This is an optimization exercise on Yosys and OpenROAD, whose aim is small area, a short achievable clock period and few clock cycles, not a production implementation. Only simulation tests tie the RTL to the original design; equivalence was not proved. Power is estimated from default activity; no workload was simulated.

===== flow/design.v =====
package systolic_pkg;
    localparam int GRID_SIZE = 4;
    localparam int DATA_WIDTH = 8;
    localparam int ACC_WIDTH  = 20;
    localparam int NUM_DIGITS = DATA_WIDTH / 2;
    localparam int DVEC_WIDTH = 3 * NUM_DIGITS;
    localparam int HALF = GRID_SIZE / 2;
endpackage
`timescale 1ns/1ps
import systolic_pkg::*;
module operand_prep (
    input  logic                            clk,
    input  logic                            rst,
    input  logic                            in_req,
    input  logic                            in_first,
    input  logic                            in_last,
    input  logic [GRID_SIZE*DATA_WIDTH-1:0] a_col,
    input  logic [GRID_SIZE*DATA_WIDTH-1:0] b_row,
    output logic                            in_ack,
    output logic                            start,
    output logic                            acc_en,
    output logic                            acc_clear,
    output logic                            acc_clear_d,
    output logic                            acc_fin,
    output logic [HALF*DVEC_WIDTH-1:0]      a_op,
    output logic [GRID_SIZE*DATA_WIDTH-1:0] b_op
);
    function automatic logic [2:0] booth_digit(input logic [2:0] g);
        booth_digit[0] = g[1] ^ g[0];
        booth_digit[1] = (g[2] & ~g[1] & ~g[0]) | (~g[2] & g[1] & g[0]);
        booth_digit[2] = g[2];
    endfunction
    function automatic logic [DVEC_WIDTH-1:0] booth_recode(input logic [DATA_WIDTH-1:0] v);
        logic [DATA_WIDTH:0] ext;
        ext = {v, 1'b0};
        for (int k = 0; k < NUM_DIGITS; k++) begin
            booth_recode[3*k +: 3] = booth_digit(ext[2*k +: 3]);
        end
    endfunction
    logic                       accept;
    logic                       ph_a;
    logic                       ph_b;
    logic                       ph_c;
    logic                       run_first;
    logic                       run_last;
    logic                       last_d;
    logic [HALF*DVEC_WIDTH-1:0] a_hi_dig;
    logic [HALF*DVEC_WIDTH-1:0] a_lo_dig;
    logic [HALF*DATA_WIDTH-1:0] a_lo_q;
    assign accept = in_req & ~in_ack;
    assign start  = accept & in_first;
    always_ff @(posedge clk or negedge rst) begin
        if (!rst) begin
            in_ack <= 1'b0;
            ph_a   <= 1'b0;
            ph_b   <= 1'b0;
            ph_c   <= 1'b0;
            acc_en <= 1'b0;
        end else begin
            in_ack <= in_req;
            ph_a   <= accept;
            ph_b   <= ph_a;
            ph_c   <= ph_b;
            acc_en <= ph_a | ph_b;
        end
    end
    always_comb begin
        for (int r = 0; r < HALF; r++) begin
            a_hi_dig[r*DVEC_WIDTH +: DVEC_WIDTH] = booth_recode(a_col[(r+HALF)*DATA_WIDTH +: DATA_WIDTH]);
            a_lo_dig[r*DVEC_WIDTH +: DVEC_WIDTH] = booth_recode(a_lo_q[r*DATA_WIDTH +: DATA_WIDTH]);
        end
    end
    always_ff @(posedge clk) begin
        a_lo_q <= a_col[0 +: HALF*DATA_WIDTH];
        a_op   <= accept ? a_hi_dig : a_lo_dig;
    end
    always_ff @(posedge clk) begin
        if (accept) begin
            run_first <= in_first;
            run_last  <= in_last;
            b_op      <= b_row;
        end
        if (ph_a) begin
            last_d  <= run_last;
        end
        acc_clear_d <= run_first;
    end
    assign acc_clear = run_first;
    assign acc_fin   = ph_c & last_d;
endmodule
`timescale 1ns/1ps
import systolic_pkg::*;
module booth_pe (
    input  logic                    clk,
    input  logic                    en,
    input  logic                    clear,
    input  logic                    clear_d,
    input  logic [3*NUM_DIGITS-1:0] d,
    input  logic [DATA_WIDTH-1:0]   b,
    output logic [ACC_WIDTH-1:0]    x,
    output logic [ACC_WIDTH-1:0]    y
);
    logic pp0_0;
    logic pp0_1;
    logic pp0_2;
    logic pp0_3;
    logic pp0_4;
    logic pp0_5;
    logic pp0_6;
    logic pp0_7;
    logic pp0_8;
    logic pp0_8n;
    logic pp1_0;
    logic pp1_1;
    logic pp1_2;
    logic pp1_3;
    logic pp1_4;
    logic pp1_5;
    logic pp1_6;
    logic pp1_7;
    logic pp1_8;
    logic pp1_8n;
    logic pp2_0;
    logic pp2_1;
    logic pp2_2;
    logic pp2_3;
    logic pp2_4;
    logic pp2_5;
    logic pp2_6;
    logic pp2_7;
    logic pp2_8;
    logic pp2_8n;
    logic pp3_0;
    logic pp3_1;
    logic pp3_2;
    logic pp3_3;
    logic pp3_4;
    logic pp3_5;
    logic pp3_6;
    logic pp3_7;
    logic pp3_8;
    logic pp3_8n;
    logic s1_1;
    logic s1_2;
    logic s1_3;
    logic s1_4;
    logic s1_5;
    logic s1_6;
    logic s1_7;
    logic s1_8;
    logic s1_9;
    logic s1_10;
    logic s1_11;
    logic s1_12;
    logic s1_13;
    logic s1_14;
    logic s1_15;
    logic s1_16;
    logic s1_17;
    logic s1_18;
    logic s1_19;
    logic s1_20;
    logic s1_21;
    logic s1_22;
    logic s1_23;
    logic s1_24;
    logic s1_25;
    logic s1_26;
    logic s1_27;
    logic s1_28;
    logic s1_29;
    logic s1_30;
    logic s1_31;
    logic s1_32;
    logic s1_33;
    logic s1_34;
    logic s1_35;
    logic s1_36;
    logic s1_37;
    logic s1_38;
    logic s1_39;
    logic s1_40;
    logic s1_41;
    logic s1_42;
    logic s1_43;
    logic s1_44;
    logic s1_45;
    logic s1_46;
    logic s1_47;
    logic s1_48;
    logic s1_49;
    logic s1_50;
    logic s1_51;
    logic s1_52;
    logic s1_53;
    logic s1_54;
    logic s1_55;
    logic s1_56;
    logic s1_57;
    logic s1_58;
    logic s1_59;
    logic s1_60;
    logic s1_61;
    logic s1_62;
    logic s1_63;
    logic s1_64;
    logic s1_65;
    logic s1_66;
    logic s1_67;
    logic s1_68;
    logic s1_69;
    logic s1_70;
    logic s1_71;
    logic s1_72;
    logic s1_73;
    logic s1_74;
    logic s1_75;
    logic s1_76;
    logic s1_77;
    logic s1_78;
    logic r0_q0;
    logic r0_q1;
    logic r1_q1;
    logic r0_q2;
    logic r1_q2;
    logic r0_q3;
    logic r1_q3;
    logic r0_q4;
    logic r1_q4;
    logic r0_q5;
    logic r1_q5;
    logic r0_q6;
    logic r1_q6;
    logic r0_q7;
    logic r1_q7;
    logic r0_q8;
    logic r1_q8;
    logic r0_q9;
    logic r1_q9;
    logic r0_q10;
    logic r1_q10;
    logic r0_q11;
    logic r1_q11;
    logic r0_q12;
    logic r1_q12;
    logic r0_q13;
    logic r1_q13;
    logic r0_q14;
    logic r1_q14;
    logic c_q;
    logic [ACC_WIDTH-1:0] yb;
    logic [ACC_WIDTH-1:0] y_nxt;
    logic [ACC_WIDTH-1:0] base;
    logic [ACC_WIDTH-1:0] row0;
    logic [ACC_WIDTH-1:0] row1;
    assign y_nxt = en ? x : y;
    assign base  = clear ? '0 : y_nxt;
    assign yb    = clear_d ? '0 : y;
    assign pp0_0 = (d[0] & b[0]) ^ d[2];
    assign pp0_1 = ((d[0] & b[1]) | (d[1] & b[0])) ^ d[2];
    assign pp0_2 = ((d[0] & b[2]) | (d[1] & b[1])) ^ d[2];
    assign pp0_3 = ((d[0] & b[3]) | (d[1] & b[2])) ^ d[2];
    assign pp0_4 = ((d[0] & b[4]) | (d[1] & b[3])) ^ d[2];
    assign pp0_5 = ((d[0] & b[5]) | (d[1] & b[4])) ^ d[2];
    assign pp0_6 = ((d[0] & b[6]) | (d[1] & b[5])) ^ d[2];
    assign pp0_7 = ((d[0] & b[7]) | (d[1] & b[6])) ^ d[2];
    assign pp0_8 = ((d[0] & b[7]) | (d[1] & b[7])) ^ d[2];
    assign pp0_8n = ~pp0_8;
    assign pp1_0 = (d[3] & b[0]) ^ d[5];
    assign pp1_1 = ((d[3] & b[1]) | (d[4] & b[0])) ^ d[5];
    assign pp1_2 = ((d[3] & b[2]) | (d[4] & b[1])) ^ d[5];
    assign pp1_3 = ((d[3] & b[3]) | (d[4] & b[2])) ^ d[5];
    assign pp1_4 = ((d[3] & b[4]) | (d[4] & b[3])) ^ d[5];
    assign pp1_5 = ((d[3] & b[5]) | (d[4] & b[4])) ^ d[5];
    assign pp1_6 = ((d[3] & b[6]) | (d[4] & b[5])) ^ d[5];
    assign pp1_7 = ((d[3] & b[7]) | (d[4] & b[6])) ^ d[5];
    assign pp1_8 = ((d[3] & b[7]) | (d[4] & b[7])) ^ d[5];
    assign pp1_8n = ~pp1_8;
    assign pp2_0 = (d[6] & b[0]) ^ d[8];
    assign pp2_1 = ((d[6] & b[1]) | (d[7] & b[0])) ^ d[8];
    assign pp2_2 = ((d[6] & b[2]) | (d[7] & b[1])) ^ d[8];
    assign pp2_3 = ((d[6] & b[3]) | (d[7] & b[2])) ^ d[8];
    assign pp2_4 = ((d[6] & b[4]) | (d[7] & b[3])) ^ d[8];
    assign pp2_5 = ((d[6] & b[5]) | (d[7] & b[4])) ^ d[8];
    assign pp2_6 = ((d[6] & b[6]) | (d[7] & b[5])) ^ d[8];
    assign pp2_7 = ((d[6] & b[7]) | (d[7] & b[6])) ^ d[8];
    assign pp2_8 = ((d[6] & b[7]) | (d[7] & b[7])) ^ d[8];
    assign pp2_8n = ~pp2_8;
    assign pp3_0 = (d[9] & b[0]) ^ d[11];
    assign pp3_1 = ((d[9] & b[1]) | (d[10] & b[0])) ^ d[11];
    assign pp3_2 = ((d[9] & b[2]) | (d[10] & b[1])) ^ d[11];
    assign pp3_3 = ((d[9] & b[3]) | (d[10] & b[2])) ^ d[11];
    assign pp3_4 = ((d[9] & b[4]) | (d[10] & b[3])) ^ d[11];
    assign pp3_5 = ((d[9] & b[5]) | (d[10] & b[4])) ^ d[11];
    assign pp3_6 = ((d[9] & b[6]) | (d[10] & b[5])) ^ d[11];
    assign pp3_7 = ((d[9] & b[7]) | (d[10] & b[6])) ^ d[11];
    assign pp3_8 = ((d[9] & b[7]) | (d[10] & b[7])) ^ d[11];
    assign pp3_8n = ~pp3_8;
    assign s1_1 = pp0_4 ^ pp1_2;
    assign s1_2 = pp0_4 & pp1_2;
    assign s1_3 = pp0_5 ^ pp1_3;
    assign s1_4 = pp0_5 & pp1_3;
    assign s1_5 = pp0_6 ^ pp1_4 ^ pp2_2;
    assign s1_6 = (pp0_6 & pp1_4) | (pp0_6 & pp2_2) | (pp1_4 & pp2_2);
    assign s1_7 = pp3_0 ^ d[11];
    assign s1_8 = pp3_0 & d[11];
    assign s1_9 = pp0_7 ^ pp1_5 ^ pp2_3;
    assign s1_10 = (pp0_7 & pp1_5) | (pp0_7 & pp2_3) | (pp1_5 & pp2_3);
    assign s1_11 = pp3_1 ^ base[7];
    assign s1_12 = pp3_1 & base[7];
    assign s1_13 = pp0_8n ^ pp1_6 ^ pp2_4;
    assign s1_14 = (pp0_8n & pp1_6) | (pp0_8n & pp2_4) | (pp1_6 & pp2_4);
    assign s1_15 = pp3_2 ^ base[8] ^ 1'b1;
    assign s1_16 = (pp3_2 & base[8]) | (pp3_2 & 1'b1) | (base[8] & 1'b1);
    assign s1_17 = pp1_7 ^ pp2_5 ^ pp3_3;
    assign s1_18 = (pp1_7 & pp2_5) | (pp1_7 & pp3_3) | (pp2_5 & pp3_3);
    assign s1_19 = base[9] ^ 1'b1;
    assign s1_20 = base[9] & 1'b1;
    assign s1_21 = pp1_8n ^ pp2_6 ^ pp3_4;
    assign s1_22 = (pp1_8n & pp2_6) | (pp1_8n & pp3_4) | (pp2_6 & pp3_4);
    assign s1_23 = pp2_7 ^ pp3_5;
    assign s1_24 = pp2_7 & pp3_5;
    assign s1_25 = pp0_2 ^ pp1_0;
    assign s1_26 = pp0_2 & pp1_0;
    assign s1_27 = pp0_3 ^ pp1_1;
    assign s1_28 = pp0_3 & pp1_1;
    assign s1_29 = s1_1 ^ pp2_0 ^ d[8];
    assign s1_30 = (s1_1 & pp2_0) | (s1_1 & d[8]) | (pp2_0 & d[8]);
    assign s1_31 = s1_2 ^ s1_3 ^ pp2_1;
    assign s1_32 = (s1_2 & s1_3) | (s1_2 & pp2_1) | (s1_3 & pp2_1);
    assign s1_33 = s1_4 ^ s1_5 ^ s1_7;
    assign s1_34 = (s1_4 & s1_5) | (s1_4 & s1_7) | (s1_5 & s1_7);
    assign s1_35 = s1_6 ^ s1_8 ^ s1_9;
    assign s1_36 = (s1_6 & s1_8) | (s1_6 & s1_9) | (s1_8 & s1_9);
    assign s1_37 = s1_10 ^ s1_12 ^ s1_13;
    assign s1_38 = (s1_10 & s1_12) | (s1_10 & s1_13) | (s1_12 & s1_13);
    assign s1_39 = s1_14 ^ s1_16 ^ s1_17;
    assign s1_40 = (s1_14 & s1_16) | (s1_14 & s1_17) | (s1_16 & s1_17);
    assign s1_41 = s1_18 ^ s1_20 ^ s1_21;
    assign s1_42 = (s1_18 & s1_20) | (s1_18 & s1_21) | (s1_20 & s1_21);
    assign s1_43 = s1_22 ^ s1_23 ^ base[11];
    assign s1_44 = (s1_22 & s1_23) | (s1_22 & base[11]) | (s1_23 & base[11]);
    assign s1_45 = s1_24 ^ pp2_8n ^ pp3_6;
    assign s1_46 = (s1_24 & pp2_8n) | (s1_24 & pp3_6) | (pp2_8n & pp3_6);
    assign s1_47 = pp3_7 ^ base[13];
    assign s1_48 = pp3_7 & base[13];
    assign s1_49 = pp0_0 ^ d[2];
    assign s1_50 = pp0_0 & d[2];
    assign s1_51 = pp0_1 ^ base[1];
    assign s1_52 = pp0_1 & base[1];
    assign s1_53 = s1_25 ^ d[5] ^ base[2];
    assign s1_54 = (s1_25 & d[5]) | (s1_25 & base[2]) | (d[5] & base[2]);
    assign s1_55 = s1_26 ^ s1_27 ^ base[3];
    assign s1_56 = (s1_26 & s1_27) | (s1_26 & base[3]) | (s1_27 & base[3]);
    assign s1_57 = s1_28 ^ s1_29 ^ base[4];
    assign s1_58 = (s1_28 & s1_29) | (s1_28 & base[4]) | (s1_29 & base[4]);
    assign s1_59 = s1_30 ^ s1_31 ^ base[5];
    assign s1_60 = (s1_30 & s1_31) | (s1_30 & base[5]) | (s1_31 & base[5]);
    assign s1_61 = s1_32 ^ s1_33 ^ base[6];
    assign s1_62 = (s1_32 & s1_33) | (s1_32 & base[6]) | (s1_33 & base[6]);
    assign s1_63 = s1_34 ^ s1_35 ^ s1_11;
    assign s1_64 = (s1_34 & s1_35) | (s1_34 & s1_11) | (s1_35 & s1_11);
    assign s1_65 = s1_36 ^ s1_37 ^ s1_15;
    assign s1_66 = (s1_36 & s1_37) | (s1_36 & s1_15) | (s1_37 & s1_15);
    assign s1_67 = s1_38 ^ s1_39 ^ s1_19;
    assign s1_68 = (s1_38 & s1_39) | (s1_38 & s1_19) | (s1_39 & s1_19);
    assign s1_69 = s1_40 ^ s1_41 ^ base[10];
    assign s1_70 = (s1_40 & s1_41) | (s1_40 & base[10]) | (s1_41 & base[10]);
    assign s1_71 = s1_42 ^ s1_43 ^ 1'b1;
    assign s1_72 = (s1_42 & s1_43) | (s1_42 & 1'b1) | (s1_43 & 1'b1);
    assign s1_73 = s1_44 ^ s1_45 ^ base[12];
    assign s1_74 = (s1_44 & s1_45) | (s1_44 & base[12]) | (s1_45 & base[12]);
    assign s1_75 = s1_46 ^ s1_47 ^ 1'b1;
    assign s1_76 = (s1_46 & s1_47) | (s1_46 & 1'b1) | (s1_47 & 1'b1);
    assign s1_77 = s1_48 ^ pp3_8n ^ base[14];
    assign s1_78 = (s1_48 & pp3_8n) | (s1_48 & base[14]) | (pp3_8n & base[14]);
    always_ff @(posedge clk) begin
        r0_q0 <= s1_49;
        r0_q1 <= s1_50;
        r1_q1 <= s1_51;
        r0_q2 <= s1_52;
        r1_q2 <= s1_53;
        r0_q3 <= s1_54;
        r1_q3 <= s1_55;
        r0_q4 <= s1_56;
        r1_q4 <= s1_57;
        r0_q5 <= s1_58;
        r1_q5 <= s1_59;
        r0_q6 <= s1_60;
        r1_q6 <= s1_61;
        r0_q7 <= s1_62;
        r1_q7 <= s1_63;
        r0_q8 <= s1_64;
        r1_q8 <= s1_65;
        r0_q9 <= s1_66;
        r1_q9 <= s1_67;
        r0_q10 <= s1_68;
        r1_q10 <= s1_69;
        r0_q11 <= s1_70;
        r1_q11 <= s1_71;
        r0_q12 <= s1_72;
        r1_q12 <= s1_73;
        r0_q13 <= s1_74;
        r1_q13 <= s1_75;
        r0_q14 <= s1_76;
        r1_q14 <= s1_77;
        c_q <= s1_78;
    end
    assign row0[0] = r0_q0;
    assign row0[1] = r0_q1;
    assign row0[2] = r0_q2;
    assign row0[3] = r0_q3;
    assign row0[4] = r0_q4;
    assign row0[5] = r0_q5;
    assign row0[6] = r0_q6;
    assign row0[7] = r0_q7;
    assign row0[8] = r0_q8;
    assign row0[9] = r0_q9;
    assign row0[10] = r0_q10;
    assign row0[11] = r0_q11;
    assign row0[12] = r0_q12;
    assign row0[13] = r0_q13;
    assign row0[14] = r0_q14;
    assign row0[15] = yb[15];
    assign row0[16] = yb[16];
    assign row0[17] = yb[17];
    assign row0[18] = yb[18];
    assign row0[19] = yb[19];
    assign row1[0] = yb[0];
    assign row1[1] = r1_q1;
    assign row1[2] = r1_q2;
    assign row1[3] = r1_q3;
    assign row1[4] = r1_q4;
    assign row1[5] = r1_q5;
    assign row1[6] = r1_q6;
    assign row1[7] = r1_q7;
    assign row1[8] = r1_q8;
    assign row1[9] = r1_q9;
    assign row1[10] = r1_q10;
    assign row1[11] = r1_q11;
    assign row1[12] = r1_q12;
    assign row1[13] = r1_q13;
    assign row1[14] = r1_q14;
    assign row1[15] = ~c_q;
    assign row1[16] = ~c_q;
    assign row1[17] = ~c_q;
    assign row1[18] = ~c_q;
    assign row1[19] = ~c_q;
    always_ff @(posedge clk) begin
        if (en) begin
            x <= row0 + row1;
        end
    end
    always_ff @(posedge clk) begin
        y <= y_nxt;
    end
endmodule
`timescale 1ns/1ps
import systolic_pkg::*;
module pe_grid (
    input  logic                                     clk,
    input  logic                                     en,
    input  logic                                     clear,
    input  logic                                     clear_d,
    input  logic [HALF*DVEC_WIDTH-1:0]               a_op,
    input  logic [GRID_SIZE*DATA_WIDTH-1:0]          b_op,
    output logic [GRID_SIZE*GRID_SIZE*ACC_WIDTH-1:0] acc
);
    for (genvar r = 0; r < HALF; r++) begin : g_row
        for (genvar j = 0; j < GRID_SIZE; j++) begin : g_col
            booth_pe i_pe (
                .clk   (clk),
                .en    (en),
                .clear   (clear),
                .clear_d (clear_d),
                .d     (a_op[r*DVEC_WIDTH +: DVEC_WIDTH]),
                .b     (b_op[j*DATA_WIDTH +: DATA_WIDTH]),
                .x     (acc[(r*GRID_SIZE+j)*ACC_WIDTH +: ACC_WIDTH]),
                .y     (acc[((r+HALF)*GRID_SIZE+j)*ACC_WIDTH +: ACC_WIDTH])
            );
        end
    end
endmodule
`timescale 1ns/1ps
import systolic_pkg::*;
module result_collector (
    input  logic clk,
    input  logic rst,
    input  logic start,
    input  logic fin,
    output logic done
);
    always_ff @(posedge clk or negedge rst) begin
        if (!rst) begin
            done <= 1'b0;
        end else if (start) begin
            done <= 1'b0;
        end else if (fin) begin
            done <= 1'b1;
        end
    end
endmodule
`timescale 1ns/1ps
import systolic_pkg::*;
module systolic_mac_top (
    input  logic                                     clk,
    input  logic                                     rst,
    input  logic                                     in_req,
    input  logic                                     in_first,
    input  logic                                     in_last,
    input  logic [GRID_SIZE*DATA_WIDTH-1:0]          a_col,
    input  logic [GRID_SIZE*DATA_WIDTH-1:0]          b_row,
    output logic                                     in_ack,
    output logic [GRID_SIZE*GRID_SIZE*ACC_WIDTH-1:0] c_mat,
    output logic                                     done
);
    logic                            start;
    logic                            acc_en;
    logic                            acc_clear;
    logic                            acc_clear_d;
    logic                            acc_fin;
    logic [HALF*DVEC_WIDTH-1:0]      a_op;
    logic [GRID_SIZE*DATA_WIDTH-1:0] b_op;
    operand_prep i_operand_prep (
        .clk       (clk),
        .rst       (rst),
        .in_req    (in_req),
        .in_first  (in_first),
        .in_last   (in_last),
        .a_col     (a_col),
        .b_row     (b_row),
        .in_ack    (in_ack),
        .start     (start),
        .acc_en    (acc_en),
        .acc_clear   (acc_clear),
        .acc_clear_d (acc_clear_d),
        .acc_fin   (acc_fin),
        .a_op      (a_op),
        .b_op      (b_op)
    );
    pe_grid i_pe_grid (
        .clk   (clk),
        .en    (acc_en),
        .clear   (acc_clear),
        .clear_d (acc_clear_d),
        .a_op  (a_op),
        .b_op  (b_op),
        .acc   (c_mat)
    );
    result_collector i_result_collector (
        .clk      (clk),
        .rst      (rst),
        .start    (start),
        .fin      (acc_fin),
        .done     (done)
    );
endmodule

===== flow/flow/run.sh =====
#!/bin/bash
# The standard layout (the standard.sh, standard synthesis included), with one change:
# the buffers that placement puts on every input and output port are sky130_fd_sc_hd__buf_1
# instead of the delay cell ORFS picks by default (clkdlybuf4s50_1, twice the area of buf_2).
set -euo pipefail
bash standard.sh 'BUFFER_PORTS_ARGS=-buffer_cell sky130_fd_sc_hd__buf_1' finish > standard_flow.log 2>&1

===== flow/standard.sh =====
#!/bin/bash
# synth_recipe.tcl (not shown) runs the flow's synth.tcl, then flattens the netlist and writes it again
# the make line also repeats each setting of config.mk as NAME=value (left out here)
make -C /OpenROAD-flow-scripts/flow DESIGN_CONFIG=/design/flow/config.mk WORK_HOME=/design/flow/orfs CLKGATE_MAP_FILE= SYNTH_SCRIPT=/design/flow/synth_recipe.tcl "${@:-finish}"

===== flow/config.mk =====
export PLATFORM = sky130hd
export DESIGN_NAME = systolic_mac_top
export DESIGN_NICKNAME = systolic_mac_top
export VERILOG_FILES = /design/flow/design.v
export SDC_FILE = /design/flow/constraint.sdc
export NUM_CORES = 4
export LEC_CHECK = 0
export CAP_MARGIN = 20
export CORE_MARGIN = 2
export CORE_UTILIZATION = 40
export CTS_CLUSTER_DIAMETER = 100
export CTS_CLUSTER_SIZE = 20
export SETUP_SLACK_MARGIN = 2.9
export SLEW_MARGIN = 20
export TNS_END_PERCENT = 100

===== flow/constraint.sdc =====
create_clock -name core_clock -period 5.5 [get_ports {clk}]
set_input_delay 1.1000 -clock core_clock [delete_from_list [all_inputs] [get_ports {clk}]]
set_output_delay 1.1000 -clock core_clock [all_outputs]
set_load 0.01 [all_outputs]

==> results of run 1 <==
-- final cells by class --
| type | count | area (µm²) |
|---|---|---|
| Clock inverter | 7 | 86.3 |
| Antenna cell | 3 | 7.51 |
| Sequential cell | 642 | 15400 |
| Clock buffer | 68 | 1200 |
| Multi-Input combinational cell | 2144 | 20800 |
| Tap cell | 1176 | 1470 |
| Fill cell | 8150 | 45300 |
| Timing Repair Buffer | 687 | 4750 |
| Inverter | 190 | 713 |
-- registers in the layout, summed over array words and instances (netlist names), 16 cells and up, named ones only --
register and flops:
i_pe_grid.g_row.g_col.i_pe.y 152, i_pe_grid.g_row.g_col.i_pe.x 160, i_operand_prep.a_op 24, i_operand_prep.b_op 32, i_operand_prep.a_lo_q 16
-- synth_stat cells (all sizes together) (15+ instances only) --
cell    instances
nor2b         149
o21ai         100
inv           190
edfxtp        243
xnor2         308
buf            27
o21bai         17
fa            200
nor2           85
dfxtp         393
xor2          118
nand2         101
a21oi         136
a22oi         224
nand4          15
o21a           23
nand3          21
ha            246
a21o           62
a211oi         26
clkbuf        160
mux2          130
nand2b         39
-- routing by layer --
| layer | track usage, % | up-vias | part of all wire (%) |
|---|---|---|---|
| met4 | 6.01 | 18 | 2.4 |
| met2 | 32.9 | 679 | 47 |
| li1 | - | 12100 | - |
| met1 | 27.0 | 12500 | 44 |
| met3 | 3.87 | 141 | 6.1 |
| met5 | 0 | - | 0.13 |
-- worst reg2reg max path: stages (launching register included) --
cell	delay (ps)
edfxtp_1	440
buf_4	180
clkbuf_16	160
a22oi_2	160
xnor2_1	170
fa_2	490
fa_2	560
fa_2	440
-- metrics by stage --
stage          std cells  worst slack [ps]  utilization, %  cell area [µm²]  power [mW]
2_1_floorplan       3163              1430               -            36500        17.8
3_3_place_gp        4585              2260            43.5            39000        21.1
3_5_place_dp        4585              2230            43.5            39000        21.3
4_1_cts             4827              2840            47.5            42600        25.2
5_1_grt             4914              2710            49.5            44400        27.6
6_report            4917              2780            49.5            44400        25.4
-- where the power goes --
part           total [mW]  switching, mW  internal [mW]
sequential           8.63           1.02           7.62
combinational        13.6           7.43           6.12
clock                3.25           1.71           1.54
total                25.4           10.2           15.3
-- worst max-delay path by stage --
| stage | end | from | slack, ps | cells past startpoint |
|---|---|---|---|---|
| detailed placement | i_pe_grid.g_row[0].g_col[3].i_pe.r1_q10 | i_operand_prep.a_op[3] | 2230 | 8 |
| floorplan | i_pe_grid.g_row[0].g_col[0].i_pe.r1_q8 | i_operand_prep.acc_en | 1430 | 7 |
| CTS | i_pe_grid.g_row[0].g_col[1].i_pe.r1_q10 | i_operand_prep.b_op[14] | 2840 | 8 |
| global route | i_pe_grid.g_row[1].g_col[3].i_pe.x[14] | i_operand_prep.acc_clear_d | 2710 | 11 |
| global placement | i_pe_grid.g_row[0].g_col[3].i_pe.r1_q10 | i_operand_prep.a_op[3] | 2260 | 8 |
| finish | i_pe_grid.g_row[1].g_col[1].i_pe.r1_q7 | i_operand_prep.b_op[12] | 2780 | 7 |
-- timing repair --
| item | CTS | global route |
|---|---|---|
| pin swaps | 58 | 160 |
| gates cloned | 5 | 8 |
| setup endpoints to repair | 250 | 106 |
| setup buffers | 162 | 79 |
| gates resized for setup | 146 | 206 |
| hold buffers | 0 | 0 |
-- logic make-up after synthesis --
group	count (synthesis)
compound gates	665
xor+xnor	426
fa+ha+maj	446
buf+inv	377
flops	642
mux	133
simple gates	474
==> impl_metrics.env, run 1 <==
export IMPL_grt_pass1_wl_um=146000
export IMPL_setup_violations=0
export IMPL_finalSetupTns_ps=0
export IMPL_r2r_start="i_operand_prep.b_op[12]"
export IMPL_port_buffers=390
export IMPL_drc=0
export IMPL_fmax_mhz=368
export IMPL_clk_path_buf_depth=3
export IMPL_crit_type="flop to flop"
export IMPL_die_width_um=304
export IMPL_worstHoldPathType="primary input to asynchronous set/reset pin"
export IMPL_rsz0062_at_grt="true"
export IMPL_routed_via_density=5.18
export IMPL_synth_largest_area_cell="dfxtp_1"
export IMPL_rows=110
export IMPL_yosys_area_share_adder_pct=19.6
export IMPL_final_nets=4221
export IMPL_critical_path_max_stage_delay_ps=560
export IMPL_fin_crit_sh_pct=49.5
export IMPL_path_buf_inv=2
export IMPL_worst_skew_pair_late_latency_ps=610
export IMPL_yosysWarnings=3
export IMPL_yosys_area_share_simple_pct=6.90
export IMPL_r2r_end="i_pe_grid.g_row[1].g_col[1].i_pe.r1_q7"
export IMPL_slowest_stage="fa_2"
export IMPL_die_area_um2=92700
export IMPL_gp_congestion=0.837
export IMPL_ys_seq_area_share_pct=42.4
export IMPL_outcome="timing/DRC/antenna clean"
export IMPL_cts_sink_count=642
export IMPL_coreArea_um2=89700
export IMPL_p_leak_nw=17.6
export IMPL_ant_nets=0
export IMPL_cts_tree="built"
export IMPL_cts_buffers=41
export IMPL_tightest_slew_ps=905
export IMPL_grt_max_degree=67
export IMPL_first_iter_violations=1564
export IMPL_wl_um=98200
export IMPL_htreeDepth=2
export IMPL_ios=391
export IMPL_synth_xor_area_share_pct=10.3
export IMPL_ir_drop_mv=0.282
export IMPL_ff2ff_path_depth=7
export IMPL_cp_start_kind="flop"
export IMPL_holdWs_ps=373
export IMPL_vias=25500
export IMPL_post_drt_wl_per_cell_um=20.0
export IMPL_skew_ps=32.1
export IMPL_crit_family="adder cells"
export IMPL_drv_cap=0
export IMPL_drive_gt1_share_pct=21.3
export IMPL_dr_pass1_iters=5
export IMPL_path_cells="buf_4 -> clkbuf_16 -> a22oi_2 -> xnor2_1 -> fa_2 -> fa_2 -> fa_2"
export IMPL_die_height_um=304
export IMPL_synth_area_leaders="dfxtp_1 22%, edfxtp_1 20%, fa_1 11%, ha_1 8.5%, xnor2_1 7.5%"
export IMPL_grt_pass1_vias=25500
export IMPL_critPathMostFrequentCell="fa_2"
export IMPL_ys_async_sr_fraction_pct=0.935
export IMPL_critPathRequiredTime_ps=5970
export IMPL_postSynthCellCount=3163
export IMPL_synth_top_family_by_area="adder cells"
export IMPL_crit_fanout=6
export IMPL_clockRootBuffer="clkbuf_16"
export IMPL_worst_ep_arrival_time_ps=3190
export IMPL_rrSetupSlack_ps=2780
export IMPL_grtUsageTotal_pct=20.1
export IMPL_synth_cell_type_count=74
export IMPL_post_synth_top_area_fraction_pct=21.8
export IMPL_gr_total_overflow=0
export IMPL_dpl_hpwl_um=64900
export IMPL_hold_viol_final=0
export IMPL_synth_area_um2=36100
export IMPL_layout_common_cells="390 x buf_1, 370 x dfxtp_1, 292 x xnor2_1"
export IMPL_synthMuxAreaShare_pct=4.14
export IMPL_synthesis_nets=3678
export IMPL_syn_area_per_cell_um2=11.4
export IMPL_post_route_min_period_ps=2720
export IMPL_slew_viol_final=0
export IMPL_synth_compound_area_share_pct=12.7
export IMPL_synth_edf_count=243
export IMPL_p_per_area_nw_per_um2=573
export IMPL_synth_seq_cells=642
export IMPL_antenna_found_initial=13
export IMPL_maxSlewHeadroom_pct=39.5
export IMPL_area_delta_synth_final_pct=23.0
export IMPL_cp_end_kind="flop"
export IMPL_final_common_cell="buf_1"
export IMPL_yosys_most_used_dff="dfxtp_1"
export IMPL_clkTransAtPathRegs_ps=80
export IMPL_start_util_pct=40.2
Testbench counts, summed over its fixed seeds: cycles 3,614.
==> run 2, diff against run 1 <==
--- a/flow/config.mk
+++ b/flow/config.mk
@@ -12,3 +12,3 @@
 export CTS_CLUSTER_SIZE = 20
-export SETUP_SLACK_MARGIN = 2.9
+export SETUP_SLACK_MARGIN = 3.1
 export SLEW_MARGIN = 20
==> run 2 against run 1 <==
  * Still clean
  * Clock skew rose by 1.2 ps
  * Cell area rose by 5.5%
  * Register-to-register slack improved by 30 ps
  * Sequential share of layout area fell by 1.8 points
  * Setup slack improved by 25 ps
  * Power rose by 5.3%
  * Critical path depth rose by 1
  * Cell count rose by 1.9%
  * Synthesized cell count did not move
  * Sequential power barely moved
==> impl_metrics.env, run 2 <==
export IMPL_outcome="timing/DRC/antenna clean"
export IMPL_layout_common_cells="390 x buf_1, 370 x dfxtp_1, 281 x xnor2_1"
export IMPL_synthMuxAreaShare_pct=4.14
export IMPL_critPathCapture="i_pe_grid.g_row[0].g_col[3].i_pe.r1_q6"
export IMPL_syn_area_per_cell_um2=11.4
export IMPL_rsz0062_at_grt="true"
export IMPL_clockRootBuffer="clkbuf_16"
export IMPL_setup_violations=0
export IMPL_cp_start_kind="flop"
export IMPL_crit_path_start="i_operand_prep.a_op[0]"
export IMPL_synthesis_nets=3678
export IMPL_multi_input_comb_area_um2=22000
export IMPL_ff2ff_path_depth=8
export IMPL_yosysMostFrequentCell="dfxtp_1"
export IMPL_die_height_um=304
export IMPL_yosys_top_cells_count="393 x dfxtp_1, 308 x xnor2_1, 246 x ha_1"
export IMPL_regArea_um2=15400
export IMPL_worst_skew_pair_late_latency_ps=610
export IMPL_crit_type="flop to flop"
export IMPL_synth_edf_count=243
export IMPL_clockPowerShare_pct=12.2
export IMPL_wl_um=104000
export IMPL_start_util_pct=40.2
export IMPL_grtUsageTotal_pct=21.5
export IMPL_ios=391
export IMPL_synth_compound_area_share_pct=12.7
export IMPL_post_route_min_period_ps=2700
export IMPL_p_switching_mw=10.7
export IMPL_crit_fanout=6
export IMPL_dpl_hpwl_um=64900
export IMPL_largestRegisters="i_pe_grid.g_row.g_col.i_pe.x: 160 flops, i_pe_grid.g_row.g_col.i_pe.y: 152 flops, i_operand_prep.b_op: 32 flops"
export IMPL_rows=110
export IMPL_cp_end_kind="flop"
export IMPL_post_synth_top_area_fraction_pct=21.8
export IMPL_maxSlewHeadroom_pct=43.9
export IMPL_gr_total_overflow=0
export IMPL_drv_cap=0
export IMPL_grt_pass1_vias=26300
export IMPL_synth_area_leaders="dfxtp_1 22%, edfxtp_1 20%, fa_1 11%, ha_1 8.5%, xnor2_1 7.5%"
export IMPL_synth_top_family_by_area="adder cells"
export IMPL_grt_pass1_wl_um=155000
export IMPL_synth_cell_type_count=74
export IMPL_post_drt_wl_per_cell_um=20.7
export IMPL_grt_max_degree=67
export IMPL_cts_tree="built"
export IMPL_drive_gt1_share_pct=29.0
export IMPL_finalSetupTns_ps=0
export IMPL_ir_drop_mv=0.289
export IMPL_top_register="i_pe_grid.g_row.g_col.i_pe.x"
export IMPL_antenna_found_initial=13
export IMPL_synth_seq_cells=642
export IMPL_slew_viol_final=0
export IMPL_fmax_mhz=371
export IMPL_first_iter_violations=1491
export IMPL_final_core_util_pct=52.2
export IMPL_synth_xor_area_share_pct=10.3
export IMPL_tightest_slew_ps=837
export IMPL_worst_ep_arrival_time_ps=3170
export IMPL_fin_crit_sh_pct=49.0
export IMPL_dr_pass1_iters=8
export IMPL_clkTransAtPathRegs_ps=80
export IMPL_r2r_start="i_operand_prep.a_op[0]"
export IMPL_final_nets=4313
export IMPL_ys_async_sr_fraction_pct=0.935
export IMPL_skew_ps=33.3
export IMPL_routed_via_density=5.23
export IMPL_r2r_end="i_pe_grid.g_row[0].g_col[3].i_pe.r1_q6"
export IMPL_postSynthCellCount=3163
export IMPL_yosys_area_share_simple_pct=6.90
export IMPL_fillers=7885
export IMPL_p_sw_share_pct=40.0
export IMPL_yosysWarnings=3
export IMPL_yosys_most_used_dff="dfxtp_1"
export IMPL_synth_area_um2=36100
export IMPL_ant_nets=0
export IMPL_p_int_mw=16.1
export IMPL_critPathRequiredTime_ps=5970
export IMPL_p_per_area_nw_per_um2=571
export IMPL_area_delta_synth_final_pct=29.7
export IMPL_htreeDepth=2
export IMPL_yosys_area_share_adder_pct=19.6
export IMPL_die_area_um2=92700
export IMPL_drc=0
export IMPL_rrSetupSlack_ps=2800
export IMPL_synth_largest_area_cell="dfxtp_1"
export IMPL_worstHoldPathType="primary input to asynchronous set/reset pin"
export IMPL_ys_seq_area_share_pct=42.4
export IMPL_cts_buffers=41
export IMPL_die_width_um=304
export IMPL_clk_path_buf_depth=3
export IMPL_p_leak_nw=18.5
export IMPL_power_mw=26.8
export IMPL_cts_sink_count=642
export IMPL_final_common_cell="buf_1"
export IMPL_gp_congestion=0.837
export IMPL_postCtsHoldBufs=0
export IMPL_largest_reg_flops=160
export IMPL_vias=26200
export IMPL_power_frac_comb_pct=55.5
export IMPL_hold_viol_final=0
export IMPL_p_seq_share_pct=32.3
export IMPL_coreArea_um2=89700
export IMPL_port_buffers=390
run 2: cell count changes in the layout (fill, tap and decap cells not counted), sizes merged:
| cell | before | now |
|---|---|---|
| bufbuf | 4 | 7 |
| nor2b | 149 | 150 |
| buf | 674 | 768 |
| clkbuf | 77 | 71 |
| diode | 3 | 2 |
run 2: area by class of cell:
type                       instances  area share [%]
tap                             1176            3.14
clock buffer                      68            2.56
inverter                         190            1.53
timing repair buffer             778            12.8
multi-input combinational       2145            46.9
clock inverter                     7           0.184
antenna                            2          0.0107
sequential                       642            32.9
run 2: through the flow:
step | worst slack, ps | std cells | area [µm²] | hold WS [ps]
floorplan | 1430 | 3163 | 36500 | 347
global placement | 2260 | 4585 | 39000 | 355
detailed placement | 2230 | 4585 | 39000 | 364
CTS | 2850 | 4927 | 44800 | 321
global route | 2730 | 5007 | 46800 | 389
finish | 2800 | 5008 | 46900 | 363
run 2: power by group through the flow:
stage               sequential, mW  combinational (mW)  clock (mW)
floorplan                     8.97                8.81           0
global placement              8.84                12.3           0
detailed placement            8.85                12.4           0
CTS                           8.66                14.0        3.37
global route                  8.85                16.6        3.54
finish                        8.64                14.9        3.27
run 2: kinds of logic (layout without fill, tap and decap cells):
family,Yosys count,count (layout)
flip-flops,642,642
XOR/XNOR,426,426
AO/OA/AOI/OAI,665,665
buffers and inverters,377,1043
multiplexers,133,133
other,0,2
adder cells (fa/ha/maj),446,446
AND/OR/NAND/NOR,474,475
run 2: worst min path at each step:
stage          cells after the start                 from               endpoint  slack (ps)
2_1_floorplan                      0  i_operand_prep.ph_b    i_operand_prep.ph_c         350
3_3_place_gp                       0  i_operand_prep.ph_b    i_operand_prep.ph_c         360
3_5_place_dp                       0  i_operand_prep.ph_b    i_operand_prep.ph_c         360
4_1_cts                            1                  rst  i_operand_prep.in_ack         320
5_1_grt                            1                  rst    i_operand_prep.ph_a         390
6_report                           1                  rst    i_operand_prep.ph_a         360
run 2: what timing repair did:
| action | CTS | global route |
|---|---|---|
| endpoints found under the setup margin | 318 | 198 |
| gates cloned | 16 | 3 |
| pin swaps | 192 | 253 |
| buffers inserted | 251 | 76 |
| resized for setup | 404 | 324 |
run 2: routing by layer:
| layer | track usage, % | up-vias | share of wire (%) |
|---|---|---|---|
| met5 | 0 | - | 0.15 |
| met1 | 29.3 | 13000 | 44 |
| met4 | 5.39 | 22 | 2.4 |
| met3 | 3.74 | 148 | 5.9 |
| met2 | 35.3 | 729 | 47 |
| li1 | - | 12300 | - |
run 2: critical path: stages (launching register included):
cell and delay [ps]:
dfxtp_4 410, buf_12 150, buf_12 120, a22oi_2 200, xor2_2 100, fa_1 560
inv_2 40, fa_2 540, fa_2 430
==> run 3, diff against run 2 <==
--- a/flow/config.mk
+++ b/flow/config.mk
@@ -12,3 +12,4 @@
 export CTS_CLUSTER_SIZE = 20
-export SETUP_SLACK_MARGIN = 3.1
+export PLACE_DENSITY = 0.7
+export SETUP_SLACK_MARGIN = 2.7
 export SLEW_MARGIN = 20
==> run 3 against run 2 <==
  * Clock power about the same
  * Core utilization down 5.5 points
  * Hold slack better by 1.5 ps
  * Critical path depth up 4
  * First-iteration DRC count up 11%
  * Still clean
  * Area after synthesis unchanged
==> impl_metrics.env, run 3 <==
export IMPL_finalNonFillerCells=4791
export IMPL_crit_fanout=7
export IMPL_largestRegisters="i_pe_grid.g_row.g_col.i_pe.x: 160 flops, i_pe_grid.g_row.g_col.i_pe.y: 152 flops, i_operand_prep.b_op: 32 flops"
export IMPL_final_nets=4102
export IMPL_coreArea_um2=89700
export IMPL_p_leak_nw=16.7
export IMPL_maxSlewHeadroom_pct=51.3
export IMPL_antenna_found_initial=5
export IMPL_die_width_um=304
export IMPL_area_delta_synth_final_pct=16.2
export IMPL_rsz0062_at_grt="true"
export IMPL_ff2ff_path_depth=12
export IMPL_final_core_util_pct=46.7
export IMPL_synth_edf_count=243
export IMPL_final_common_cell="buf_1"
export IMPL_r2r_start="i_operand_prep.acc_clear_d"
export IMPL_clkTransAtPathRegs_ps=80
export IMPL_cts_tree="built"
export IMPL_grt_pass1_wl_um=140000
export IMPL_gp_congestion=0.852
export IMPL_rows=110
export IMPL_grt_pass1_vias=25100
export IMPL_yosys_area_share_adder_pct=19.6
export IMPL_clk_path_buf_depth=3
export IMPL_worst_ep_arrival_time_ps=3170
export IMPL_postSynthCellCount=3163
export IMPL_slew_viol_final=0
export IMPL_gr_total_overflow=0
export IMPL_n_antenna_cell=0
export IMPL_vias=25100
export IMPL_grt_max_degree=74
export IMPL_die_area_um2=92700
export IMPL_setup_violations=0
export IMPL_ys_seq_area_share_pct=42.4
export IMPL_cts_sink_count=642
export IMPL_worst_slack_ps=2740
export IMPL_synth_top_family_by_area="adder cells"
export IMPL_largest_reg_flops=160
export IMPL_fin_crit_sh_pct=50.2
export IMPL_crit_type="flop to flop"
export IMPL_fmax_mhz=362
export IMPL_cp_end_kind="flop"
export IMPL_tightest_slew_ps=730
export IMPL_power_mw=24.8
export IMPL_ant_nets=0
export IMPL_p_per_area_nw_per_um2=590
export IMPL_die_height_um=304
export IMPL_drive_gt1_share_pct=13.5
export IMPL_start_util_pct=40.2
export IMPL_dr_pass1_iters=7
export IMPL_placed_cells=4588
export IMPL_layout_common_cells="390 x buf_1, 376 x dfxtp_1, 308 x xnor2_1"
export IMPL_synthMuxAreaShare_pct=4.14
export IMPL_synth_compound_area_share_pct=12.7
export IMPL_post_synth_top_area_fraction_pct=21.8
export IMPL_yosys_most_used_dff="dfxtp_1"
export IMPL_r2r_end="i_pe_grid.g_row[0].g_col[0].i_pe.x[18]"
export IMPL_yosysWarnings=3
export IMPL_finalSetupTns_ps=0
export IMPL_worst_skew_pair_late_latency_ps=600
export IMPL_rrSetupSlack_ps=2740
export IMPL_wl_um=90900
export IMPL_post_drt_wl_per_cell_um=19.0
export IMPL_drv_cap=0
export IMPL_synth_largest_area_cell="dfxtp_1"
export IMPL_synth_area_leaders="dfxtp_1 22%, edfxtp_1 20%, fa_1 11%, ha_1 8.5%, xnor2_1 7.5%"
export IMPL_htreeDepth=2
export IMPL_ios=391
export IMPL_critPathRequiredTime_ps=5910
export IMPL_grtUsageTotal_pct=19.0
export IMPL_ir_drop_mv=0.296
export IMPL_synth_seq_cells=642
export IMPL_syn_area_per_cell_um2=11.4
export IMPL_synth_area_um2=36100
export IMPL_synthesis_nets=3678
export IMPL_synth_xor_area_share_pct=10.3
export IMPL_routed_via_density=5.24
export IMPL_yosys_top_cells_count="393 x dfxtp_1, 308 x xnor2_1, 246 x ha_1"
export IMPL_dpl_hpwl_um=64700
export IMPL_outcome="timing/DRC/antenna clean"
export IMPL_yosys_area_share_simple_pct=6.90
export IMPL_cp_start_kind="flop"
export IMPL_hold_viol_final=0
export IMPL_cts_buffers=41
export IMPL_place_worst_setup_slack_ps=2060
export IMPL_worstHoldPathType="primary input to asynchronous set/reset pin"
export IMPL_top_register="i_pe_grid.g_row.g_col.i_pe.x"
export IMPL_ys_async_sr_fraction_pct=0.935
export IMPL_skew_ps=28.9
export IMPL_synth_cell_type_count=74
export IMPL_drc=0
export IMPL_first_iter_violations=1649
export IMPL_clockRootBuffer="clkbuf_16"
export IMPL_port_buffers=390
export IMPL_yosysMostFrequentCell="dfxtp_1"
export IMPL_post_route_min_period_ps=2760
run 3: how the worst max path moves through the flow:
| stage | start | end | slack (ps) |
|---|---|---|---|
| floorplan | i_operand_prep.acc_en | i_pe_grid.g_row[0].g_col[0].i_pe.r1_q8 | 1430 |
| global placement | i_operand_prep.acc_clear_d | i_pe_grid.g_row[1].g_col[1].i_pe.x[16] | 2060 |
| detailed placement | i_operand_prep.acc_clear_d | i_pe_grid.g_row[1].g_col[1].i_pe.x[16] | 2060 |
| CTS | i_operand_prep.acc_clear_d | i_pe_grid.g_row[1].g_col[1].i_pe.x[16] | 2680 |
| global route | i_operand_prep.acc_clear_d | i_pe_grid.g_row[1].g_col[3].i_pe.x[14] | 2570 |
| finish | i_operand_prep.acc_clear_d | i_pe_grid.g_row[0].g_col[0].i_pe.x[18] | 2740 |
run 3: stage by stage:
step | instance area, µm² | hold WS (ps)
final | 42000 | 364
after global routing | 42000 | 362
after CTS | 41400 | 337
after detailed placement | 39100 | 367
after global placement | 39000 | 350
after floorplan | 36500 | 347
run 3: cells by family (layout without fill, tap and decap cells):
family,after synthesis,count (layout)
mux,133,133
xor+xnor,426,426
simple gates,474,474
compound gates,665,665
fa+ha+maj,446,446
flops,642,642
buf+inv,377,829
run 3: per-layer routing:
layer,GRT usage [%],up-vias,part of all wire (%)
met5,0,-,0.070
met4,4.72,10,2.2
met3,2.93,126,5.7
met2,32.9,734,49
met1,24.8,12400,43
li1,-,11800,-
run 3: area by class of cell:
type | instances | area, µm²
tap | 1176 | 1470
multi-input combinational | 2144 | 19800
fill | 8220 | 47800
timing repair buffer | 568 | 3270
clock inverter | 8 | 128
sequential | 642 | 15400
clock buffer | 63 | 1150
inverter | 190 | 713
run 3: power breakdown:
part	leakage, nW	switching [mW]	internal (mW)	total, mW
Combinational	10.3	7.15	5.69	12.8
Sequential	5.73	1.05	7.62	8.66
Clock	0.614	1.71	1.54	3.24
Total	16.7	9.91	14.8	24.8
run 3: worst max-delay path, cell delays in order, from the launching register on:
cell	delay [ps]
dfxtp_4	370
buf_12	170
buf_12	120
nor2b_1	40
ha_2	200
fa_2	360
a21o_1	200
a21oi_2	170
o21ai_2	90
a41oi_2	270
o211ai_2	110
a2111o_1	390
o311ai_1	90
run 3: repair_timing:
item	in CTS	in global routing
gates cloned	0	2
hold buffers	0	0
pin swaps	5	23
setup endpoints to repair	189	58
resized for setup	38	53
setup buffers	101	29
==> run 4, diff against run 3 <==
--- a/flow/config.mk
+++ b/flow/config.mk
@@ -12,3 +12,3 @@
 export CTS_CLUSTER_SIZE = 20
-export PLACE_DENSITY = 0.7
+export GPL_ROUTABILITY_DRIVEN = 0
 export SETUP_SLACK_MARGIN = 2.7
==> run 4 against run 3 <==
  * Wire length is 0.81% higher
  * Area after synthesis stayed put
  * Cell area hardly changed
  * Clock-buffer cell count is 5 higher
  * Cell count is 0.15% lower
  * Setup slack better by 28 ps
  * Largest cell class unchanged
  * Highest routed layer unchanged
==> impl_metrics.env, run 4 <==
export IMPL_drive_gt1_share_pct=13.4
export IMPL_synth_area_leaders="dfxtp_1 22%, edfxtp_1 20%, fa_1 11%, ha_1 8.5%, xnor2_1 7.5%"
export IMPL_worst_skew_pair_late_latency_ps=600
export IMPL_slew_viol_final=0
export IMPL_crit_fanout=7
export IMPL_clkTransAtPathRegs_ps=90
export IMPL_synth_cell_type_count=74
export IMPL_skew_ps=29.8
export IMPL_coreArea_um2=89700
export IMPL_routed_via_density=5.17
export IMPL_start_util_pct=40.2
export IMPL_yosysMostFrequentCell="dfxtp_1"
export IMPL_grt_pass1_wl_um=141000
export IMPL_clockRootBuffer="clkbuf_16"
export IMPL_layout_common_cells="390 x buf_1, 374 x dfxtp_1, 308 x xnor2_1"
export IMPL_synth_largest_area_cell="dfxtp_1"
export IMPL_top_register="i_pe_grid.g_row.g_col.i_pe.x"
export IMPL_rsz0062_at_grt="true"
export IMPL_post_drt_wl_per_cell_um=19.1
export IMPL_post_synth_top_area_fraction_pct=21.8
export IMPL_post_route_min_period_ps=2740
export IMPL_critical_path_max_stage_delay_ps=380
export IMPL_yosysWarnings=3
export IMPL_cp_start_kind="flop"
export IMPL_path_cells="buf_12 -> nor2b_4 -> ha_4 -> fa_2 -> a211o_1 -> a21oi_2 -> o211ai_1 -> a21oi_1 -> nor2_1 -> o41ai_2 -> xnor2_1"
export IMPL_antenna_found_initial=11
export IMPL_n_antenna_cell=0
export IMPL_yosys_top_cells_count="393 x dfxtp_1, 308 x xnor2_1, 246 x ha_1"
export IMPL_ios=391
export IMPL_ant_nets=0
export IMPL_hold_viol_final=0
export IMPL_grt_pass1_vias=24800
export IMPL_largestRegisters="i_pe_grid.g_row.g_col.i_pe.x: 160 flops, i_pe_grid.g_row.g_col.i_pe.y: 152 flops, i_operand_prep.b_op: 32 flops"
export IMPL_vias=24700
export IMPL_cp_end_kind="flop"
export IMPL_fin_crit_sh_pct=49.7
export IMPL_outcome="timing/DRC/antenna clean"
export IMPL_critPathRequiredTime_ps=5840
export IMPL_first_iter_violations=1569
export IMPL_postCtsHoldBufs=0
export IMPL_synth_edf_count=243
export IMPL_synth_seq_cells=642
export IMPL_drv_cap=0
export IMPL_crit_type="flop to flop"
export IMPL_grtUsageTotal_pct=19.2
export IMPL_ys_seq_area_share_pct=42.4
export IMPL_synth_area_um2=36100
export IMPL_htreeDepth=2
export IMPL_yosys_most_used_dff="dfxtp_1"
export IMPL_fmax_mhz=366
export IMPL_maxSlewHeadroom_pct=39.6
export IMPL_cts_sink_count=642
export IMPL_die_area_um2=92700
export IMPL_tightest_slew_ps=903
export IMPL_p_leak_nw=16.6
export IMPL_dr_pass1_iters=5
export IMPL_final_common_cell="buf_1"
export IMPL_ir_drop_mv=0.278
export IMPL_worst_ep_arrival_time_ps=3080
export IMPL_setup_violations=0
export IMPL_slowest_stage="dfxtp_4"
export IMPL_wl_um=91600
export IMPL_cts_tree="built"
export IMPL_largest_reg_flops=160
export IMPL_die_width_um=304
export IMPL_port_buffers=390
export IMPL_dpl_hpwl_um=64900
export IMPL_crit_family="compound AO/OA/AOI/OAI gates"
export IMPL_synthesis_nets=3678
export IMPL_ys_async_sr_fraction_pct=0.935
export IMPL_place_worst_setup_slack_ps=2230
export IMPL_holdWs_ps=375
export IMPL_area_delta_synth_final_pct=16.1
export IMPL_final_nets=4091
export IMPL_grt_max_degree=67
export IMPL_postSynthCellCount=3163
export IMPL_p_per_area_nw_per_um2=589
export IMPL_path_buf_inv=1
export IMPL_cts_buffers=41
export IMPL_finalSetupTns_ps=0
export IMPL_die_height_um=304
export IMPL_gr_total_overflow=0
export IMPL_rows=110
export IMPL_worstHoldPathType="primary input to asynchronous set/reset pin"
export IMPL_worst_slack_ps=2760
export IMPL_clk_path_buf_depth=3
export IMPL_drc=0
export IMPL_syn_area_per_cell_um2=11.4
==> run 4: cell types whose count changed in the layout (fill, tap and decap cells not counted), moves of 2 or more <==
cell,change
clkbuf_1,+3
buf_8,-2
a21oi_4,+2
dfxtp_2,+2
clkbuf_16,-2
buf_16,+3
dfxtp_1,-2
a21oi_1,-2
buf_4,-7
==> run 4: repair_timing <==
| action | 4_1_cts | 5_1_grt |
|---|---|---|
| hold endpoints to repair | 0 | 0 |
| gates resized for setup | 45 | 50 |
| pin swaps | 9 | 27 |
| setup buffers | 111 | 13 |
| setup endpoints to repair | 169 | 56 |
==> run 4: worst paths after layout <==
kind / slack, ps / start / to / cells past startpoint
worst max-delay path: 2760 / i_operand_prep.acc_clear_d / i_pe_grid.g_row[1].g_col[3].i_pe.x[14] / 11
max in group asynchronous: 4850 / rst / i_operand_prep.acc_en / 1
worst max register to register: 2760 / i_operand_prep.acc_clear_d / i_pe_grid.g_row[1].g_col[3].i_pe.x[14] / 11
worst min-delay path: 380 / rst / i_operand_prep.ph_a / 1
worst min register to register: 380 / i_operand_prep.ph_b / i_operand_prep.ph_c / 0
min in group core_clock: 380 / i_operand_prep.ph_b / i_operand_prep.ph_c / 0
==> run 4: cell families after synthesis <==
group / Yosys count / share of synthesized area [%]
buffers and inverters: 377 / 3.93
DFF: 642 / 42.4
muxes: 133 / 4.14
adders and majority gates: 446 / 19.6
xor gates and xnor gates: 426 / 10.3
AOI/OAI and AO/OA: 665 / 12.7
and+or+nand+nor: 474 / 6.90
==> run 4: worst reg2reg max path: stages, from the launching register on <==
cell	delay, ps
dfxtp_4	380
buf_12	150
nor2b_4	100
ha_4	160
fa_2	370
a211o_1	330
a21oi_2	170
o211ai_1	170
a21oi_1	160
nor2_1	80
o41ai_2	300
xnor2_1	110
==> run 4: layout make-up <==
cell class / count / area (µm²)
inverter: 190 / 713
clock inverter: 7 / 86.3
multi-input combinational: 2144 / 19900
tap: 1176 / 1470
sequential: 642 / 15400
fill: 8353 / 47800
clock buffer: 68 / 1200
timing repair buffer: 557 / 3180
==> run 4: metrics by stage <==
stage | instance area, µm² | std cells | total power, mW | utilization (%)
finish | 41900 | 4784 | 24.7 | 46.7
global route | 41900 | 4784 | 26.9 | 46.7
CTS | 41500 | 4771 | 24.9 | 46.3
detailed placement | 39000 | 4585 | 21.3 | 43.5
global placement | 39000 | 4585 | 21.1 | 43.5
floorplan | 36500 | 3163 | 17.8 | -
==> run 4: report_power, final <==
part / switching, mW / total, mW / internal [mW] / leakage [nW]
Clock: 1.71 / 3.25 / 1.54 / 0.620
Combinational: 7.12 / 12.8 / 5.68 / 10.3
Sequential: 1.04 / 8.65 / 7.62 / 5.73
==> run 4: layer usage <==
metal	track usage [%]	vias up	part of all wire, %
met5	0	-	0.17
met4	5.23	22	2.6
met3	3.26	136	5.4
met2	31.8	669	47
met1	25.8	12100	45
li1	-	11800	-
==> run 5, diff against run 4 <==
--- a/flow/config.mk
+++ b/flow/config.mk
@@ -9,6 +9,5 @@
 export CORE_MARGIN = 2
-export CORE_UTILIZATION = 40
+export CORE_UTILIZATION = 50
 export CTS_CLUSTER_DIAMETER = 100
 export CTS_CLUSTER_SIZE = 20
-export GPL_ROUTABILITY_DRIVEN = 0
 export SETUP_SLACK_MARGIN = 2.7
==> run 5 against run 4 <==
  * Cell area fell by 1.2%
  * Global-route usage rose by 5.3 points
  * Flip-flop and latch count did not move
  * Die area fell by 20%
  * Cell count fell by 4.7%
  * Via count rose by 2.6%
  * Combinational power barely moved
  * Wire length rose by 1.8%
  * Clock skew rose by 0.72 ps
  * Critical endpoint is now i_pe_grid.g_row[1].g_col[3].i_pe.r1_q8
==> impl_metrics.env, run 5 <==
export IMPL_crit_path_start="i_operand_prep.acc_en"
export IMPL_yosysMostFrequentCell="dfxtp_1"
export IMPL_grtUsageTotal_pct=24.4
export IMPL_synth_largest_area_cell="dfxtp_1"
export IMPL_synth_seq_cells=642
export IMPL_place_area_um2=38700
export IMPL_grt_pass1_wl_um=144000
export IMPL_synth_cell_type_count=74
export IMPL_hold_path_end="i_operand_prep.ph_c"
export IMPL_cts_buffers=39
export IMPL_min_path_cells=0
export IMPL_min_from="i_operand_prep.ph_b"
export IMPL_vias=25400
export IMPL_critical_path_max_stage_delay_ps=550
export IMPL_grt_pass1_vias=26000
export IMPL_postCtsHoldBufs=0
export IMPL_tightest_slew_ps=753
export IMPL_ant_nets=0
export IMPL_final_cell_area_um2=41400
export IMPL_layout_common_cells="390 x buf_1, 375 x dfxtp_1, 308 x xnor2_1"
export IMPL_ios=391
export IMPL_worstHoldPathType="flop to flop"
export IMPL_coreArea_um2=71500
export IMPL_rows=98
export IMPL_ff2ff_path_depth=6
export IMPL_cp_end_kind="flop"
export IMPL_synth_area_leaders="dfxtp_1 22%, edfxtp_1 20%, fa_1 11%, ha_1 8.5%, xnor2_1 7.5%"
export IMPL_skew_ps=30.5
export IMPL_first_iter_violations=1876
export IMPL_dr_pass1_iters=7
export IMPL_synth_edf_count=243
export IMPL_area_delta_synth_final_pct=14.7
export IMPL_slowest_stage="dfrtp_4"
export IMPL_die_width_um=273
export IMPL_yosys_most_used_dff="dfxtp_1"
export IMPL_post_route_min_period_ps=2780
export IMPL_cp_start_kind="flop"
export IMPL_synthesis_nets=3678
export IMPL_die_area_um2=74400
export IMPL_worst_skew_pair_late_latency_ps=600
export IMPL_post_drt_wl_per_cell_um=20.5
export IMPL_yosys_top_cells_count="393 x dfxtp_1, 308 x xnor2_1, 246 x ha_1"
export IMPL_grt_max_degree=70
export IMPL_final_core_util_pct=57.9
export IMPL_yosysWarnings=3
export IMPL_die_height_um=273
export IMPL_p_leak_nw=16.5
export IMPL_largestRegisters="i_pe_grid.g_row.g_col.i_pe.x: 160 flops, i_pe_grid.g_row.g_col.i_pe.y: 152 flops, i_operand_prep.b_op: 32 flops"
export IMPL_final_nets=4091
export IMPL_clockRootBuffer="clkbuf_16"
export IMPL_routed_via_density=5.57
export IMPL_gp_congestion=0.885
export IMPL_crit_family="adder cells"
export IMPL_slew_viol_final=0
export IMPL_fin_crit_sh_pct=50.5
export IMPL_rsz0062_at_grt="true"
export IMPL_start_util_pct=50.5
export IMPL_antenna_found_initial=11
export IMPL_htreeDepth=2
export IMPL_path_cells="buf_4 -> mux2_4 -> nor2b_1 -> ha_2 -> fa_1 -> fa_2"
export IMPL_path_buf_inv=1
export IMPL_drc=0
export IMPL_drv_cap=0
export IMPL_top_register="i_pe_grid.g_row.g_col.i_pe.x"
export IMPL_hold_viol_final=0
export IMPL_ir_drop_mv=0.340
export IMPL_maxSlewHeadroom_pct=49.8
export IMPL_r2r_end="i_pe_grid.g_row[1].g_col[3].i_pe.r1_q8"
export IMPL_gr_total_overflow=0
export IMPL_final_common_cell="buf_1"
export IMPL_cts_tree="built"
export IMPL_largest_reg_flops=160
export IMPL_p_per_area_nw_per_um2=599
export IMPL_crit_type="flop to flop"
export IMPL_rrSetupSlack_ps=2720
export IMPL_synth_area_um2=36100
export IMPL_worst_ep_arrival_time_ps=3240
export IMPL_port_buffers=390
export IMPL_dpl_hpwl_um=65500
export IMPL_ys_async_sr_fraction_pct=0.935
export IMPL_ys_seq_area_share_pct=42.4
export IMPL_crit_fanout=33
export IMPL_r2r_start="i_operand_prep.acc_en"
export IMPL_syn_area_per_cell_um2=11.4
export IMPL_clkTransAtPathRegs_ps=80
export IMPL_crit_cells=6
export IMPL_setup_violations=0
export IMPL_post_synth_top_area_fraction_pct=21.8
export IMPL_drive_gt1_share_pct=13.1
export IMPL_clk_path_buf_depth=3
export IMPL_cts_sink_count=642
export IMPL_postSynthCellCount=3163
export IMPL_outcome="timing/DRC/antenna clean"
export IMPL_wl_um=93200
export IMPL_critPathRequiredTime_ps=5960
export IMPL_fmax_mhz=360
export IMPL_finalSetupTns_ps=0
run 5: cell counts after synthesis:
Identical to the previous run, type by type.
run 5: logic make-up (layout without fill, tap and decap cells):
kind of cell    Yosys count  in the layout  share of synthesized area (%)
compound gates          665            665                           12.7
flops                   642            642                           42.4
simple gates            474            474                           6.90
fa+ha+maj               446            446                           19.6
xor+xnor                426            426                           10.3
buf+inv                 377            820                           3.93
mux                     133            133                           4.14
other cells               0              2                              0
run 5: metal layers:
| metal | global-route usage, % | vias up | part of all wire, % |
|---|---|---|---|
| li1 | - | 11800 | - |
| met3 | 3.64 | 171 | 5.4 |
| met5 | 0 | - | 0.13 |
| met1 | 32.7 | 12600 | 43 |
| met4 | 6.67 | 20 | 2.5 |
| met2 | 41.3 | 747 | 49 |
run 5: how the worst max path moves through the flow:
| stage | to | slack, ps |
|---|---|---|
| final | i_pe_grid.g_row[1].g_col[3].i_pe.r1_q8 | 2720 |
| after global routing | i_pe_grid.g_row[1].g_col[1].i_pe.r1_q11 | 2650 |
| after CTS | i_pe_grid.g_row[0].g_col[3].i_pe.r1_q10 | 2600 |
| after detailed placement | i_pe_grid.g_row[0].g_col[3].i_pe.r1_q10 | 2150 |
| after global placement | i_pe_grid.g_row[0].g_col[3].i_pe.r1_q10 | 2210 |
| after floorplan | i_pe_grid.g_row[0].g_col[0].i_pe.r1_q8 | 1430 |
run 5: cell type report:
cell class	count	area (µm²)
Timing Repair Buffer	559	3130
Multi-Input combinational cell	2144	19800
Antenna cell	2	5.00
Clock inverter	4	47.5
Fill cell	6044	30100
Clock buffer	67	1120
Sequential cell	642	15400
Tap cell	950	1190
Inverter	190	713
run 5: power by group:
group	switching (mW)	internal, mW	total, mW
Combinational	7.38	5.72	13.1
Clock	1.64	1.42	3.06
Sequential	1.02	7.61	8.64
Total	10.0	14.8	24.8
run 5: per-stage QoR:
| stage | setup WS [ps] | instances | total power [mW] | hold slack [ps] |
|---|---|---|---|---|
| floorplan | 1430 | 3163 | 17.8 | 347 |
| global placement | 2210 | 4354 | 21.2 | 351 |
| detailed placement | 2150 | 4354 | 21.5 | 366 |
| CTS | 2600 | 4528 | 24.8 | 371 |
| global route | 2650 | 4556 | 26.9 | 385 |
| finish | 2720 | 4558 | 24.8 | 376 |
run 5: timing repair:
item / CTS / global route
hold endpoints to repair: 0 / 0
setup buffers: 103 / 26
cloned: 0 / 1
pin swaps: 7 / 21
resized for setup: 41 / 45
endpoints found under the setup margin: 197 / 66

-- port drivers added, routing unchanged --
How much do the figures lean on ideal ports? The routed layouts below were timed once more, with nothing changed but the port constraints. Step 1: set_driving_cell puts a clkbuf_16 on clk and a buf_2 on each other input, an assumption about the parent block. Step 2 moves the port delays by t, midway between the first and last clock arrival at a register: inputs arrive t later, outputs are due t later. That takes back most of the time a late clock gives input paths. Three values: ideal ports, drivers, drivers and shift; two values: the first two.
run	t, ns	setup slack, ns	worst hold slack (ns)	slew at the worst register clock pin (ns)
run 1	0.649	2.779 / 2.779 / 2.445	0.373 / 0.368 / 0.380	0.09 / 0.09
run 2	0.657	2.805 / 2.805 / 2.664	0.363 / 0.352 / 0.381	0.09 / 0.09
run 3	0.651	2.736 / 2.736 / 2.736	0.364 / 0.354 / 0.387	0.09 / 0.09
run 4	0.647	2.765 / 2.765 / 2.447	0.375 / 0.371 / 0.380	0.09 / 0.09
run 5	0.653	2.723 / 2.723 / 2.723	0.376 / 0.349 / 0.376	0.10 / 0.10
After both steps setup and hold are still met in every run listed. For run 1, which loses most, drivers alone change the setup slack by 0.000 ns; drivers and shift together by -0.334 ns.
